Source: an optimization exercise on an open RTL-to-GDS flow (aim: small area and a short achievable clock period). Production flows keep margins and buffers that such runs may drop. RTL that was checked went through simulation tests only; none was proved equivalent to the original. No activity file was given, so power comes from the tool's default toggle rates.

==> v15 <==
Design donkeyScreen, start of the top module:
module donkeyScreen #(
    parameter int TimerStart      = 6059,
    parameter int FramesPerSecond = 60
) (
    input  logic                  frame_clk,
    input  logic                  reset,
    input  logic                  PSEL,
    input  logic                  PENABLE,
    input  logic                  PWRITE,
    input  logic [7:0]            PADDR,
    input  logic [15:0]           PWDATA,
    output logic [15:0]           PRDATA,
    output logic                  PREADY,
    output logic                  PSLVERR,
    input  logic                  frameStart,
    input  spritePkg::coordT      drawX,
    input  spritePkg::coordT      drawY,
    output spritePkg::colorT      rgb,
    output spritePkg::frameCountT timeLeft
);
clock: 14.0 ns
lec_check: 0
cap_margin: 20
core_margin: 2
core_utilization: 40
cts_buf_list: sky130_fd_sc_hd__clkbuf_4 sky130_fd_sc_hd__clkbuf_8
slew_margin: 20
synth_hierarchical: 1
synth_minimum_keep_size: 0
standard.sh (not shown) runs the stock make flow with config.mk's settings and CLKGATE_MAP_FILE= SYNTH_SCRIPT=/design/flow/synth_recipe.tcl, a recipe that flattens the netlist after the stock synthesis.
==> flow/flow/run.sh <==
#!/bin/bash
# The standard layout, with plain buffers on the ports instead of the delay cells
# that port buffering picks by default, and timing repair aimed at a shorter period than
# the clock (the margin); make's output goes to make_finish.log, each tool's to orfs/logs
set -euo pipefail
bash standard.sh finish BUFFER_PORTS_ARGS="-buffer_cell sky130_fd_sc_hd__buf_2" SETUP_SLACK_MARGIN=8 > make_finish.log 2>&1
==> v29: changes against v15 <==
--- a/flow/design.v
+++ b/flow/design.v
@@ -197,21 +197,18 @@
     logic  girderHit;
     logic  barrelNext;
     logic  girderNext;
     logic  digitNext;
     logic  inDigitArea;
     logic  glyphLit;
     spritePkg::digitT cellDigit;
-    spritePkg::coordT drawXN, drawYN;
-    assign drawXN = ~drawX;
-    assign drawYN = ~drawY;
-    absDiff10 diff0X (.a (barrel0X), .nb (drawXN), .d (dist0XNext));
-    absDiff10 diff0Y (.a (barrel0Y), .nb (drawYN), .d (dist0YNext));
-    absDiff10 diff1X (.a (barrel1X), .nb (drawXN), .d (dist1XNext));
-    absDiff10 diff1Y (.a (barrel1Y), .nb (drawYN), .d (dist1YNext));
+    absDiff10 diff0X (.a (drawX), .b (barrel0X), .d (dist0XNext));
+    absDiff10 diff0Y (.a (drawY), .b (barrel0Y), .d (dist0YNext));
+    absDiff10 diff1X (.a (drawX), .b (barrel1X), .d (dist1XNext));
+    absDiff10 diff1Y (.a (drawY), .b (barrel1Y), .d (dist1YNext));
     radiusSquare radSquare (.r (barrelSize), .sq (radSqNext));
     always_comb begin
         girderNext = 1'b0;
         for (int i = 0; i < spritePkg::GirderCount; i++) begin
             if ((drawX > spritePkg::GirderLeft[10*i +: 10]) && (drawX < spritePkg::GirderRight[10*i +: 10])
                     && (drawY >= spritePkg::GirderTop[10*i +: 10]) && (drawY <= spritePkg::GirderBottom[10*i +: 10])) begin
                 girderNext = 1'b1;
@@ -382,52 +379,52 @@
     wire pp106 = ~(a0y[6] & a0y[9]);
     wire pp107 = ~(a0y[7] & a0y[8]);
     wire pp108 = ~(a0y[7] & a0y[9]);
     wire pp109 = ~(a0y[8] & a0y[9]);
     wire fs110, fc110;
     fullAdder u110 (.a(radSq[8]), .b(pd4), .c(pd59), .s(fs110), .co(fc110));
     wire hs111, hc111;
-    xnorGate u111s (.a(radSq[9]), .b(pp17), .y(hs111));
-    orGate u111c (.a(radSq[9]), .b(pp17), .y(hc111));
+    assign hs111 = ~(radSq[9] ^ pp17);
+    assign hc111 = radSq[9] | pp17;
     wire fs112, fc112;
     fullAdder u112 (.a(radSq[10]), .b(pd5), .c(pd60), .s(fs112), .co(fc112));
     wire fs113, fc113;
     fullAdder u113 (.a(pp18), .b(pp25), .c(pp31), .s(fs113), .co(fc113));
     wire hs114, hc114;
-    xnorGate u114s (.a(pp36), .b(pp40), .y(hs114));
-    orGate u114c (.a(pp36), .b(pp40), .y(hc114));
+    assign hs114 = ~(pp36 ^ pp40);
+    assign hc114 = pp36 | pp40;
     wire fs115, fc115;
     fullAdder u115 (.a(radSq[11]), .b(pp26), .c(pp32), .s(fs115), .co(fc115));
     wire hs116, hc116;
-    xnorGate u116s (.a(pp37), .b(pp41), .y(hs116));
-    orGate u116c (.a(pp37), .b(pp41), .y(hc116));
+    assign hs116 = ~(pp37 ^ pp41);
+    assign hc116 = pp37 | pp41;
     wire fs117, fc117;
     fullAdder u117 (.a(radSq[12]), .b(pd6), .c(pd61), .s(fs117), .co(fc117));
     wire fs118, fc118;
     fullAdder u118 (.a(pp33), .b(pp38), .c(pp42), .s(fs118), .co(fc118));
     wire hs119, hc119;
-    xnorGate u119s (.a(radSq[4]), .b(pd2), .y(hs119));
-    orGate u119c (.a(radSq[4]), .b(pd2), .y(hc119));
+    assign hs119 = ~(radSq[4] ^ pd2);
+    assign hc119 = radSq[4] | pd2;
     wire fs120, fc120;
     fullAdder u120 (.a(radSq[6]), .b(pd3), .c(pd58), .s(fs120), .co(fc120));
     wire hs121, hc121;
-    xnorGate u121s (.a(pp14), .b(pp21), .y(hs121));
-    orGate u121c (.a(pp14), .b(pp21), .y(hc121));
+    assign hs121 = ~(pp14 ^ pp21);
+    assign hc121 = pp14 | pp21;
     wire fs122, fc122;
     fullAdder u122 (.a(radSq[7]), .b(pp15), .c(pp22), .s(fs122), .co(fc122));
     wire hs123, hc123;
-    xnorGate u123s (.a(pp28), .b(pp70), .y(hs123));
-    orGate u123c (.a(pp28), .b(pp70), .y(hc123));
+    assign hs123 = ~(pp28 ^ pp70);
+    assign hc123 = pp28 | pp70;
     wire fs124, fc124;
     fullAdder u124 (.a(pp16), .b(pp23), .c(pp29), .s(fs124), .co(fc124));
     wire fs125, fc125;
     fullAdder u125 (.a(pp34), .b(pp71), .c(pp78), .s(fs125), .co(fc125));
     wire hs126, hc126;
-    xnorGate u126s (.a(pp84), .b(pp89), .y(hs126));
-    orGate u126c (.a(pp84), .b(pp89), .y(hc126));
+    assign hs126 = ~(pp84 ^ pp89);
+    assign hc126 = pp84 | pp89;
     wire fs127, fc127;
     fullAdder u127 (.a(pp24), .b(pp30), .c(pp35), .s(fs127), .co(fc127));
     wire fs128, fc128;
     fullAdder u128 (.a(pp72), .b(pp79), .c(pp85), .s(fs128), .co(fc128));
     wire fs129, fc129;
     fullAdder u129 (.a(pp90), .b(fc110), .c(hs111), .s(fs129), .co(fc129));
     wire fs130, fc130;
@@ -461,23 +458,23 @@
     wire fs144, fc144;
     fullAdder u144 (.a(pp99), .b(pp102), .c(pp104), .s(fs144), .co(fc144));
     wire fs145, fc145;
     fullAdder u145 (.a(radSq[15]), .b(pp48), .c(pp50), .s(fs145), .co(fc145));
     wire fs146, fc146;
     fullAdder u146 (.a(radSq[16]), .b(pd8), .c(pd63), .s(fs146), .co(fc146));
     wire hs147, hc147;
-    xnorGate u147s (.a(radSq[2]), .b(pd1), .y(hs147));
-    orGate u147c (.a(radSq[2]), .b(pd1), .y(hc147));
+    assign hs147 = ~(radSq[2] ^ pd1);
+    assign hc147 = radSq[2] | pd1;
     wire fs148, fc148;
     fullAdder u148 (.a(pd57), .b(pp12), .c(pp19), .s(fs148), .co(fc148));
     wire fs149, fc149;
     fullAdder u149 (.a(radSq[5]), .b(pp13), .c(pp20), .s(fs149), .co(fc149));
     wire hs150, hc150;
-    xnorGate u150s (.a(pp68), .b(pp75), .y(hs150));
-    orGate u150c (.a(pp68), .b(pp75), .y(hc150));
+    assign hs150 = ~(pp68 ^ pp75);
+    assign hc150 = pp68 | pp75;
     wire fs151, fc151;
     fullAdder u151 (.a(pp27), .b(pp69), .c(pp76), .s(fs151), .co(fc151));
     wire fs152, fc152;
     fullAdder u152 (.a(pp82), .b(hs121), .c(fs120), .s(fs152), .co(fc152));
     wire fs153, fc153;
     fullAdder u153 (.a(pp77), .b(pp83), .c(hc121), .s(fs153), .co(fc153));
     wire fs154, fc154;
@@ -519,16 +516,16 @@
     wire fs172, fc172;
     fullAdder u172 (.a(pp107), .b(fc145), .c(fs146), .s(fs172), .co(fc172));
     wire fs173, fc173;
     fullAdder u173 (.a(radSq[17]), .b(pp53), .c(pp108), .s(fs173), .co(fc173));
     wire fs174, fc174;
     fullAdder u174 (.a(radSq[18]), .b(pd9), .c(pd64), .s(fs174), .co(fc174));
     wire hs175, hc175;
-    xnorGate u175s (.a(pd56), .b(pp10), .y(hs175));
-    orGate u175c (.a(pd56), .b(pp10), .y(hc175));
+    assign hs175 = ~(pd56 ^ pp10);
+    assign hc175 = pd56 | pp10;
     wire fs176, fc176;
     fullAdder u176 (.a(radSq[3]), .b(pp11), .c(pp66), .s(fs176), .co(fc176));
     wire fs177, fc177;
     fullAdder u177 (.a(pp67), .b(pp74), .c(hs119), .s(fs177), .co(fc177));
     wire fs178, fc178;
     fullAdder u178 (.a(hc119), .b(hs150), .c(fc148), .s(fs178), .co(fc178));
     wire fs179, fc179;
@@ -554,19 +551,19 @@
     wire fs189, fc189;
     fullAdder u189 (.a(fs171), .b(fc169), .c(fc170), .s(fs189), .co(fc189));
     wire fs190, fc190;
     fullAdder u190 (.a(fc146), .b(fc171), .c(fs173), .s(fs190), .co(fc190));
     wire fs191, fc191;
     fullAdder u191 (.a(pp54), .b(pp109), .c(fc173), .s(fs191), .co(fc191));
     wire hs192, hc192;
-    xnorGate u192s (.a(radSq[0]), .b(pd0), .y(hs192));
-    orGate u192c (.a(radSq[0]), .b(pd0), .y(hc192));
+    assign hs192 = ~(radSq[0] ^ pd0);
+    assign hc192 = radSq[0] | pd0;
     wire hs193, hc193;
-    xnorGate u193s (.a(pp65), .b(hs147), .y(hs193));
-    orGate u193c (.a(pp65), .b(hs147), .y(hc193));
+    assign hs193 = ~(pp65 ^ hs147);
+    assign hc193 = pp65 | hs147;
     wire fs194, fc194;
     fullAdder u194 (.a(hc147), .b(hc175), .c(fs176), .s(fs194), .co(fc194));
     wire fs195, fc195;
     fullAdder u195 (.a(fc176), .b(fs148), .c(fs177), .s(fs195), .co(fc195));
     wire fs196, fc196;
     fullAdder u196 (.a(fs149), .b(fc177), .c(fs178), .s(fs196), .co(fc196));
     wire fs197, fc197;
@@ -749,52 +746,52 @@
     wire pp317 = ~(a1y[6] & a1y[9]);
     wire pp318 = ~(a1y[7] & a1y[8]);
     wire pp319 = ~(a1y[7] & a1y[9]);
     wire pp320 = ~(a1y[8] & a1y[9]);
     wire fs321, fc321;
     fullAdder u321 (.a(radSq[8]), .b(pd215), .c(pd270), .s(fs321), .co(fc321));
     wire hs322, hc322;
-    xnorGate u322s (.a(radSq[9]), .b(pp228), .y(hs322));
-    orGate u322c (.a(radSq[9]), .b(pp228), .y(hc322));
+    assign hs322 = ~(radSq[9] ^ pp228);
+    assign hc322 = radSq[9] | pp228;
     wire fs323, fc323;
     fullAdder u323 (.a(radSq[10]), .b(pd216), .c(pd271), .s(fs323), .co(fc323));
     wire fs324, fc324;
     fullAdder u324 (.a(pp229), .b(pp236), .c(pp242), .s(fs324), .co(fc324));
     wire hs325, hc325;
-    xnorGate u325s (.a(pp247), .b(pp251), .y(hs325));
-    orGate u325c (.a(pp247), .b(pp251), .y(hc325));
+    assign hs325 = ~(pp247 ^ pp251);
+    assign hc325 = pp247 | pp251;
     wire fs326, fc326;
     fullAdder u326 (.a(radSq[11]), .b(pp237), .c(pp243), .s(fs326), .co(fc326));
     wire hs327, hc327;
-    xnorGate u327s (.a(pp248), .b(pp252), .y(hs327));
-    orGate u327c (.a(pp248), .b(pp252), .y(hc327));
+    assign hs327 = ~(pp248 ^ pp252);
+    assign hc327 = pp248 | pp252;
     wire fs328, fc328;
     fullAdder u328 (.a(radSq[12]), .b(pd217), .c(pd272), .s(fs328), .co(fc328));
     wire fs329, fc329;
     fullAdder u329 (.a(pp244), .b(pp249), .c(pp253), .s(fs329), .co(fc329));
     wire hs330, hc330;
-    xnorGate u330s (.a(radSq[4]), .b(pd213), .y(hs330));
-    orGate u330c (.a(radSq[4]), .b(pd213), .y(hc330));
+    assign hs330 = ~(radSq[4] ^ pd213);
+    assign hc330 = radSq[4] | pd213;
     wire fs331, fc331;
     fullAdder u331 (.a(radSq[6]), .b(pd214), .c(pd269), .s(fs331), .co(fc331));
     wire hs332, hc332;
-    xnorGate u332s (.a(pp225), .b(pp232), .y(hs332));
-    orGate u332c (.a(pp225), .b(pp232), .y(hc332));
+    assign hs332 = ~(pp225 ^ pp232);
+    assign hc332 = pp225 | pp232;
     wire fs333, fc333;
     fullAdder u333 (.a(radSq[7]), .b(pp226), .c(pp233), .s(fs333), .co(fc333));
     wire hs334, hc334;
-    xnorGate u334s (.a(pp239), .b(pp281), .y(hs334));
-    orGate u334c (.a(pp239), .b(pp281), .y(hc334));
+    assign hs334 = ~(pp239 ^ pp281);
+    assign hc334 = pp239 | pp281;
     wire fs335, fc335;
     fullAdder u335 (.a(pp227), .b(pp234), .c(pp240), .s(fs335), .co(fc335));
     wire fs336, fc336;
     fullAdder u336 (.a(pp245), .b(pp282), .c(pp289), .s(fs336), .co(fc336));
     wire hs337, hc337;
-    xnorGate u337s (.a(pp295), .b(pp300), .y(hs337));
-    orGate u337c (.a(pp295), .b(pp300), .y(hc337));
+    assign hs337 = ~(pp295 ^ pp300);
+    assign hc337 = pp295 | pp300;
     wire fs338, fc338;
     fullAdder u338 (.a(pp235), .b(pp241), .c(pp246), .s(fs338), .co(fc338));
     wire fs339, fc339;
     fullAdder u339 (.a(pp283), .b(pp290), .c(pp296), .s(fs339), .co(fc339));
     wire fs340, fc340;
     fullAdder u340 (.a(pp301), .b(fc321), .c(hs322), .s(fs340), .co(fc340));
     wire fs341, fc341;
@@ -828,23 +825,23 @@
     wire fs355, fc355;
     fullAdder u355 (.a(pp310), .b(pp313), .c(pp315), .s(fs355), .co(fc355));
     wire fs356, fc356;
     fullAdder u356 (.a(radSq[15]), .b(pp259), .c(pp261), .s(fs356), .co(fc356));
     wire fs357, fc357;
     fullAdder u357 (.a(radSq[16]), .b(pd219), .c(pd274), .s(fs357), .co(fc357));
     wire hs358, hc358;
-    xnorGate u358s (.a(radSq[2]), .b(pd212), .y(hs358));
-    orGate u358c (.a(radSq[2]), .b(pd212), .y(hc358));
+    assign hs358 = ~(radSq[2] ^ pd212);
+    assign hc358 = radSq[2] | pd212;
     wire fs359, fc359;
     fullAdder u359 (.a(pd268), .b(pp223), .c(pp230), .s(fs359), .co(fc359));
     wire fs360, fc360;
     fullAdder u360 (.a(radSq[5]), .b(pp224), .c(pp231), .s(fs360), .co(fc360));
     wire hs361, hc361;
-    xnorGate u361s (.a(pp279), .b(pp286), .y(hs361));
-    orGate u361c (.a(pp279), .b(pp286), .y(hc361));
+    assign hs361 = ~(pp279 ^ pp286);
+    assign hc361 = pp279 | pp286;
     wire fs362, fc362;
     fullAdder u362 (.a(pp238), .b(pp280), .c(pp287), .s(fs362), .co(fc362));
     wire fs363, fc363;
     fullAdder u363 (.a(pp293), .b(hs332), .c(fs331), .s(fs363), .co(fc363));
     wire fs364, fc364;
     fullAdder u364 (.a(pp288), .b(pp294), .c(hc332), .s(fs364), .co(fc364));
     wire fs365, fc365;
@@ -886,16 +883,16 @@
     wire fs383, fc383;
     fullAdder u383 (.a(pp318), .b(fc356), .c(fs357), .s(fs383), .co(fc383));
     wire fs384, fc384;
     fullAdder u384 (.a(radSq[17]), .b(pp264), .c(pp319), .s(fs384), .co(fc384));
     wire fs385, fc385;
     fullAdder u385 (.a(radSq[18]), .b(pd220), .c(pd275), .s(fs385), .co(fc385));
     wire hs386, hc386;
-    xnorGate u386s (.a(pd267), .b(pp221), .y(hs386));
-    orGate u386c (.a(pd267), .b(pp221), .y(hc386));
+    assign hs386 = ~(pd267 ^ pp221);
+    assign hc386 = pd267 | pp221;
     wire fs387, fc387;
     fullAdder u387 (.a(radSq[3]), .b(pp222), .c(pp277), .s(fs387), .co(fc387));
     wire fs388, fc388;
     fullAdder u388 (.a(pp278), .b(pp285), .c(hs330), .s(fs388), .co(fc388));
     wire fs389, fc389;
     fullAdder u389 (.a(hc330), .b(hs361), .c(fc359), .s(fs389), .co(fc389));
     wire fs390, fc390;
@@ -921,19 +918,19 @@
     wire fs400, fc400;
     fullAdder u400 (.a(fs382), .b(fc380), .c(fc381), .s(fs400), .co(fc400));
     wire fs401, fc401;
     fullAdder u401 (.a(fc357), .b(fc382), .c(fs384), .s(fs401), .co(fc401));
     wire fs402, fc402;
     fullAdder u402 (.a(pp265), .b(pp320), .c(fc384), .s(fs402), .co(fc402));
     wire hs403, hc403;
-    xnorGate u403s (.a(radSq[0]), .b(pd211), .y(hs403));
-    orGate u403c (.a(radSq[0]), .b(pd211), .y(hc403));
+    assign hs403 = ~(radSq[0] ^ pd211);
+    assign hc403 = radSq[0] | pd211;
     wire hs404, hc404;
-    xnorGate u404s (.a(pp276), .b(hs358), .y(hs404));
-    orGate u404c (.a(pp276), .b(hs358), .y(hc404));
+    assign hs404 = ~(pp276 ^ hs358);
+    assign hc404 = pp276 | hs358;
     wire fs405, fc405;
     fullAdder u405 (.a(hc358), .b(hc386), .c(fs387), .s(fs405), .co(fc405));
     wire fs406, fc406;
     fullAdder u406 (.a(fc387), .b(fs359), .c(fs388), .s(fs406), .co(fc406));
     wire fs407, fc407;
     fullAdder u407 (.a(fs360), .b(fc388), .c(fs389), .s(fs407), .co(fc407));
     wire fs408, fc408;
@@ -1116,19 +1113,19 @@
     fullAdder u72 (.a(r[8]), .b(pp41), .c(pp42), .s(fs72), .co(fc72));
     wire [19:0] rqA = {1'b0, r[9], fc72, fc71, fc70, fc69, fc68, fc67, fc66, fc65, fc64, fc63, fc62, hc61, hc60, hs60, pp1, r[1], 1'b0, r[0]};
     wire [19:0] rqB = {1'b0, pp44, pp43, fs72, fs71, fs70, fs69, fs68, fs67, fs66, fs65, fs64, fs63, fs62, hs61, pp9, 1'b0, pp0, 1'b0, 1'b0};
     assign sq = rqA + rqB;
 endmodule
 module absDiff10 (
     input  logic [9:0] a,
-    input  logic [9:0] nb,
+    input  logic [9:0] b,
     output logic [9:0] d
 );
-    wire [9:0] dp = a ^ nb;
-    wire [9:0] dg = a & nb;
+    wire [9:0] dp = ~(a ^ b);
+    wire [9:0] dg = a & ~b;
     wire dG0_1 = dg[1] | (dp[1] & dg[0]);
     wire dP0_1 = dp[1] & dp[0];
     wire dG0_3 = dg[3] | (dp[3] & dg[2]);
     wire dP0_3 = dp[3] & dp[2];
     wire dG0_5 = dg[5] | (dp[5] & dg[4]);
     wire dP0_5 = dp[5] & dp[4];
     wire dG0_7 = dg[7] | (dp[7] & dg[6]);
@@ -1173,28 +1170,14 @@
     input  logic c,
     output logic s,
     output logic co
 );
     assign s  = a ^ b ^ c;
     assign co = (a & b) | (a & c) | (b & c);
 endmodule
-module xnorGate (
-    input  logic a,
-    input  logic b,
-    output logic y
-);
-    assign y = ~(a ^ b);
-endmodule
-module orGate (
-    input  logic a,
-    input  logic b,
-    output logic y
-);
-    assign y = a | b;
-endmodule
 module halfAdder (
     input  logic a,
     input  logic b,
     output logic s,
     output logic co
 );
     assign s  = a ^ b;
==> summary of the runs <==
- v29 finished clean. v15 finished with timing, DRC and antenna clean.
- Against v29, the final cell count of v15 is higher by about 1%.
- Sequential cell count is the same in v29 and v15.
- Total power: v29 is higher than v15 (54%).
- Via count: v15 is higher than v29 (about 1.8%).
- Between v29 and v15, the lower utilization is in v15 (gap 0.45 points).
- Against v29, the die area of v15 is larger by about 0.8%.
Only the layout flow was run in v15; the RTL was not checked for function there.

-- re-timing with driven ports --
In the flow no input, the clock included, has a driving cell. The finished layouts below were timed again as built, in two steps.
Step 1: set_driving_cell puts a clkbuf_16 on frame_clk and a buf_2 on each other input, an assumption about the parent block.
Step 2, shift: input delay + t, output delay - t, t = (earliest + latest rising clock arrival at the registers) / 2. This alone moves slack from input paths to output paths.
a / b / c = no drivers / after step 1 / after step 2; a / b = the first two.
run	t (ns)	slack for setup (ns)	latest minus earliest clock arrival (ns)	slew at the worst register clock pin (ns)	cell pins on the clock port's net
v15	0.522	7.512 / 7.290 / 7.290	0.020 / 0.021	0.10 / 0.10	1
v29	0.502	7.469 / 7.248 / 7.248	0.013 / 0.013	0.09 / 0.09	1
After both steps every run listed still meets setup and hold. For v15, which loses most, drivers alone change the setup slack by -0.222 ns; drivers and shift together by -0.222 ns.
